This design comes from an exercise in tuning for small area on the open sky130 flow, not from production work. Function was checked by simulation only, so behaviour that the tests miss may differ from the original. Power figures rest on the tool's default switching activity, not on a simulated workload.

--- flow/run.sh ---
#!/bin/bash
# synth_recipe.tcl (not shown) runs the flow's synth.tcl, then flattens the netlist and writes it again
# the make line also repeats each setting of config.mk as NAME=value (left out here)
make -C /OpenROAD-flow-scripts/flow DESIGN_CONFIG=/design/flow/config.mk WORK_HOME=/design/flow/orfs CLKGATE_MAP_FILE= SYNTH_SCRIPT=/design/flow/synth_recipe.tcl finish
--- flow/config.mk ---
export PLATFORM = sky130hd
export DESIGN_NAME = axil_regfile_slave
export DESIGN_NICKNAME = axil_regfile_slave
export VERILOG_FILES = /design/flow/design.v
export SDC_FILE = /design/flow/constraint.sdc
export NUM_CORES = 4
export LEC_CHECK = 0
export CAP_MARGIN = 20
export CORE_MARGIN = 2
export CORE_UTILIZATION = 40
export SLEW_MARGIN = 20
--- flow/constraint.sdc ---
create_clock -name core_clock -period 10.0 [get_ports {ACLK}]
set_input_delay 2.0000 -clock core_clock [delete_from_list [all_inputs] [get_ports {ACLK}]]
set_output_delay 2.0000 -clock core_clock [all_outputs]
set_load 0.01 [all_outputs]
--- flow/design.v ---
module axil_regfile_slave #(
  parameter int unsigned DATA_WIDTH = 32,
  parameter int unsigned ADDR_WIDTH = 32,
  parameter int unsigned NUM_REGS   = 32
) (
  input  logic                    ACLK,
  input  logic                    ARESETN,
  input  logic [ADDR_WIDTH-1:0]   AWADDR,
  input  logic                    AWVALID,
  output logic                    AWREADY,
  input  logic [DATA_WIDTH-1:0]   WDATA,
  input  logic [DATA_WIDTH/8-1:0] WSTRB,
  input  logic                    WVALID,
  output logic                    WREADY,
  output logic [1:0]              BRESP,
  output logic                    BVALID,
  input  logic                    BREADY,
  input  logic [ADDR_WIDTH-1:0]   ARADDR,
  input  logic                    ARVALID,
  output logic                    ARREADY,
  output logic [DATA_WIDTH-1:0]   RDATA,
  output logic [1:0]              RRESP,
  output logic                    RVALID,
  input  logic                    RREADY
);
  localparam int unsigned STRB_W = DATA_WIDTH / 8;
  localparam int unsigned LSB    = $clog2(STRB_W);
  localparam int unsigned IDX_W  = $clog2(NUM_REGS);
  localparam int unsigned HI     = LSB + IDX_W;
  localparam logic [1:0] RESP_OKAY   = 2'b00;
  localparam logic [1:0] RESP_SLVERR = 2'b10;
  logic [DATA_WIDTH-1:0] regs_q [NUM_REGS];
  logic                  aw_held_q, w_held_q;
  logic [ADDR_WIDTH-1:0] awaddr_q;
  logic [DATA_WIDTH-1:0] wdata_q;
  logic [STRB_W-1:0]     wstrb_q;
  logic                  bvalid_q, rvalid_q;
  logic [1:0]            bresp_q, rresp_q;
  logic [DATA_WIDTH-1:0] rdata_q;
  logic                  aw_hs, w_hs, ar_hs, commit;
  logic [ADDR_WIDTH-1:0] wr_addr;
  logic [DATA_WIDTH-1:0] wr_data;
  logic [STRB_W-1:0]     wr_strb;
  logic [IDX_W-1:0]      wr_idx, rd_idx;
  logic                  wr_ok, rd_ok;
  assign AWREADY = ARESETN && !aw_held_q && !bvalid_q;
  assign WREADY  = ARESETN && !w_held_q && !bvalid_q;
  assign ARREADY = ARESETN && !rvalid_q;
  assign BVALID  = bvalid_q;
  assign BRESP   = bresp_q;
  assign RVALID  = rvalid_q;
  assign RRESP   = rresp_q;
  assign RDATA   = rdata_q;
  always_comb begin
    aw_hs   = AWVALID && AWREADY;
    w_hs    = WVALID && WREADY;
    ar_hs   = ARVALID && ARREADY;
    commit  = (aw_held_q || aw_hs) && (w_held_q || w_hs);
    wr_addr = aw_held_q ? awaddr_q : AWADDR;
    wr_data = w_held_q ? wdata_q : WDATA;
    wr_strb = w_held_q ? wstrb_q : WSTRB;
    wr_idx  = wr_addr[LSB +: IDX_W];
    rd_idx  = ARADDR[LSB +: IDX_W];
    wr_ok   = (wr_addr >> HI) == '0;
    rd_ok   = (ARADDR >> HI) == '0;
  end
  logic unused_lsbs;
  assign unused_lsbs = ^{wr_addr[LSB-1:0], ARADDR[LSB-1:0]};
  always_ff @(posedge ACLK or negedge ARESETN) begin
    if (!ARESETN) begin
      aw_held_q <= 1'b0;
      w_held_q  <= 1'b0;
      awaddr_q  <= '0;
      wdata_q   <= '0;
      wstrb_q   <= '0;
      bvalid_q  <= 1'b0;
      bresp_q   <= RESP_OKAY;
    end else begin
      if (commit) begin
        aw_held_q <= 1'b0;
        w_held_q  <= 1'b0;
        bvalid_q  <= 1'b1;
        bresp_q   <= wr_ok ? RESP_OKAY : RESP_SLVERR;
      end else begin
        if (aw_hs) begin
          aw_held_q <= 1'b1;
          awaddr_q  <= AWADDR;
        end
        if (w_hs) begin
          w_held_q <= 1'b1;
          wdata_q  <= WDATA;
          wstrb_q  <= WSTRB;
        end
        if (bvalid_q && BREADY) bvalid_q <= 1'b0;
      end
    end
  end
  always_ff @(posedge ACLK or negedge ARESETN) begin
    if (!ARESETN) begin
      for (int i = 0; i < NUM_REGS; i++) regs_q[i] <= '0;
    end else if (commit && wr_ok) begin
      for (int b = 0; b < STRB_W; b++) begin
        if (wr_strb[b]) regs_q[wr_idx][8*b +: 8] <= wr_data[8*b +: 8];
      end
    end
  end
  always_ff @(posedge ACLK or negedge ARESETN) begin
    if (!ARESETN) begin
      rvalid_q <= 1'b0;
      rresp_q  <= RESP_OKAY;
      rdata_q  <= '0;
    end else if (ar_hs) begin
      rvalid_q <= 1'b1;
      rresp_q  <= rd_ok ? RESP_OKAY : RESP_SLVERR;
      rdata_q  <= rd_ok ? regs_q[rd_idx] : '0;
    end else if (rvalid_q && RREADY) begin
      rvalid_q <= 1'b0;
    end
  end
endmodule
==> results.cfg <==
[floorplan]
io_pins = 148
dieArea_sq_um = 135200
die_w_microns = 367.6
core_sq_um = 131300
start_util = 0.4029
core.rowCount = 133
dieHeight_microns = 367.6

[route]
ant_nets = 0
drc_errors = 0
initialDrtViolationCount = 4103
dr_total_vias = 39770
viasPerCell = 5.831
wirelength_mm = 179.4
firstDrtPassIters = 6
routedWlPerCell_microns = 26.30

[critical_path]
crit_start = ARESETN
worstReg2RegStart = aw_held_q
endpoint_kind = output port
reg2reg_slack_ps = 5180
crit_type = input port to output port
crit_arrival_ps = 4020
cp_max_fo = 129
r2r-end = regs_q[27][3]
crit_chain = buf_8 -> buf_12 -> nand2_1 -> nor2_1 -> clkdlybuf4s50_1
critical-path-max-stage-delay_ps = 560
r2r_cells = 8
start_kind = input port
crit_required_ps = 8000
cp_slowest_cell = clkdlybuf4s50_1
endpoint = AWREADY

[sta]
tns_ps = 0
maxSlewHeadroom = 0.1417
fmax_ghz = 0.1660
grt_setup_unrepaired = false
post-route-period-util = 0.6024
worstMarginPinSlew_ps = 1255
setup_viol = 0
whs_ps = 472.1
fin_crit_ps = 6024
slew_violations = 0
skew_ps = 35.45
finalHoldViolations = 0

[hold_path]
hold_class = flip-flop to flip-flop

[place]
io_buffers = 141
hpwl_mm = 114.8
place_congestion = 0.9501

[logic_synthesis]
ys_ff_latch = 1128
yosys.area.top_type = dfrtp_1
syn_avg_cell_area_sq_um = 10.57
yosysTopAreaCellShare = 0.5337
yosysSeqAreaShare = 0.5337
syn-instance-count = 5003
yosysWarnings = 2
synth_ff_type = dfrtp_1
ys_top_cells_by_area = dfrtp_1, nand2_1, o21ai_1
syn_area_sq_um = 52890
ys_types = 74
async_flop_share = 1.000
synth_edf_count = 0

[clocking]
cts_tree = built
clk_pin_slew_ps = 60
root_buffer = clkbuf_16
post-cts-setup-buffers = 0
cts_hold_buf = 0
clkSinkCount = 1128
htree_levels = 3
cts_max_path_buffers = 3
cts_buffers = 120
clock_latency_ps = 760
ctsResizeCount = 0

[global_routing]
grt_pass1_wl_mm = 264.8
grt_start_max_net_pins = 171
grt_pass1_vias = 38518
grt_usage = 0.2642
overflow = 0
antenna_found_initial = 6

[run]
cap_violations = 0

[final_layout]
num-nets-final = 5070
syn_to_final_growth_pct = 12.60
layout_commonest_cell = nand2_1
final_layout_size_suffix_gt1_frac = 0.1726
final_cell_mix = nand2_1, dfrtp_1, o21ai_1, a22oi_1, o21ai_0

[power]
power.leakage_nw = 24.14
ir_drop_v = 0.0001775
p_per_area_nw_per_um2 = 186.5

[outcome]
status = no timing/DRC/antenna violations
per-stage QoR:
stage	util	instances	total power [mW]	setup slack [ps]	cell area (sq um)
2_1_floorplan	-	5004	5.769	5771	52900
3_3_place_gp	0.4213	6589	6.489	3928	55310
3_5_place_dp	0.4218	6594	6.534	3925	55380
4_1_cts	0.4531	6816	11.15	3933	59490
5_1_grt	0.4536	6818	11.46	3804	59550
6_report	0.4536	6821	11.11	3976	59560
worst max-delay path, delay by kind of cell:
family | cells | cell delay (ps)
buffers and inverters | 3 | 1480
AND/OR/NAND/NOR | 2 | 370
where the power goes:
group | switching, mW | leakage, nW | total, mW | internal [mW]
clock network | 1.90 | 2.02 | 4.63 | 2.72
registers | 0.130 | 15.6 | 4.84 | 4.71
logic | 1.22 | 6.49 | 1.64 | 0.423
state kept, by name (all words and copies together), names as in the netlist:
register,flops
bvalid_q,1
rdata_q,32
regs_q,1024
awaddr_q,30
wdata_q,32
wstrb_q,4
rvalid_q,1
w_held_q,1
rresp_q,1
bresp_q,1
aw_held_q,1
Yosys cell counts, drive strengths merged (3+ instances only):
library cell	number
or3	3
dfrtp	1128
o21ai	1106
nor3b	6
inv	11
or2	3
o22ai	9
a21o	3
mux2	97
nand3b	4
clkbuf	199
nand2b	6
nand4	66
o211ai	20
mux2i	104
nor4	20
a2111oi	21
o32a	3
nor3	26
and3	8
nand3	20
nor2	110
a31oi	6
a22oi	296
a22o	60
a32oi	15
a21oi	35
o32ai	7
a221oi	7
o2111ai	132
buf	233
nand2	1149
and2	6
nor2b	17
o221ai	16
a211oi	20
and3b	6
layout make-up:
class                           count  area, sq um
Fill cell                       12385        71740
Sequential cell                  1128        28230
Multi-Input combinational cell   3433        22460
Clock buffer                      173         3567
Timing Repair Buffer              269         2514
Tap cell                         1755         2196
Clock inverter                     49        545.5
Inverter                           11        41.29
Antenna cell                        3        7.507
layer usage:
metal | vias to the layer above | share of wire | track usage | wire (microns)
li1 | 18050 | - | - | -
met1 | 19753 | 0.43 | 0.3629 | 76600
met2 | 1568 | 0.44 | 0.4004 | 79210
met3 | 393 | 0.081 | 0.05490 | 14470
met4 | 6 | 0.050 | 0.1220 | 9035
met5 | - | 0.00025 | 0 | 44
logic make-up (layout without fill, tap and decap cells):
group,Yosys count,count (layout),share of synthesized area
AND/OR/NAND/NOR,1459,1459,0.1153
AO/OA/AOI/OAI,1771,1771,0.2575
buffers and inverters,443,502,0.05311
multiplexers,201,201,0.04040
flip-flops,1128,1128,0.5337
other,1,5,0.00007090
how the worst min path moves through the flow:
stage / cells past startpoint / end / from
2_1_floorplan: 2 / regs_q[9][28] / regs_q[9][28]
3_3_place_gp: 2 / regs_q[9][28] / regs_q[9][28]
3_5_place_dp: 2 / regs_q[0][30] / regs_q[0][30]
4_1_cts: 2 / regs_q[0][30] / regs_q[0][30]
5_1_grt: 2 / regs_q[0][22] / regs_q[0][22]
6_report: 2 / regs_q[0][25] / regs_q[0][25]

static timing again, ports no longer ideal:
The flow's constraints put no driver on any port. The routed layout listed below was extracted and timed again, unchanged, in two steps. Step 1, drivers: a clkbuf_16 drives ACLK and a buf_2 each remaining input, both assumed. Step 2 adds t to the input delays and takes it off the output delays; t is the mean of the earliest and latest rising clock arrival at the registers after step 1. Input paths then give back, and output paths get back, about the clock's delay inside the block. Slacks: no drivers / after step 1 / after step 2; pairs: no drivers / after step 1.
shift t [ns]: 0.807
setup WS [ns]: 3.976 / 3.924 / 3.582
worst setup path after step 2: input to register
worst register clock-pin slew, ns: 0.07 / 0.07
worst slew at a driven data input, ns: 0.13
After both steps this run still meets setup and hold. The setup slack of this run moves by -0.052 ns with the drivers and by -0.394 ns with both steps.
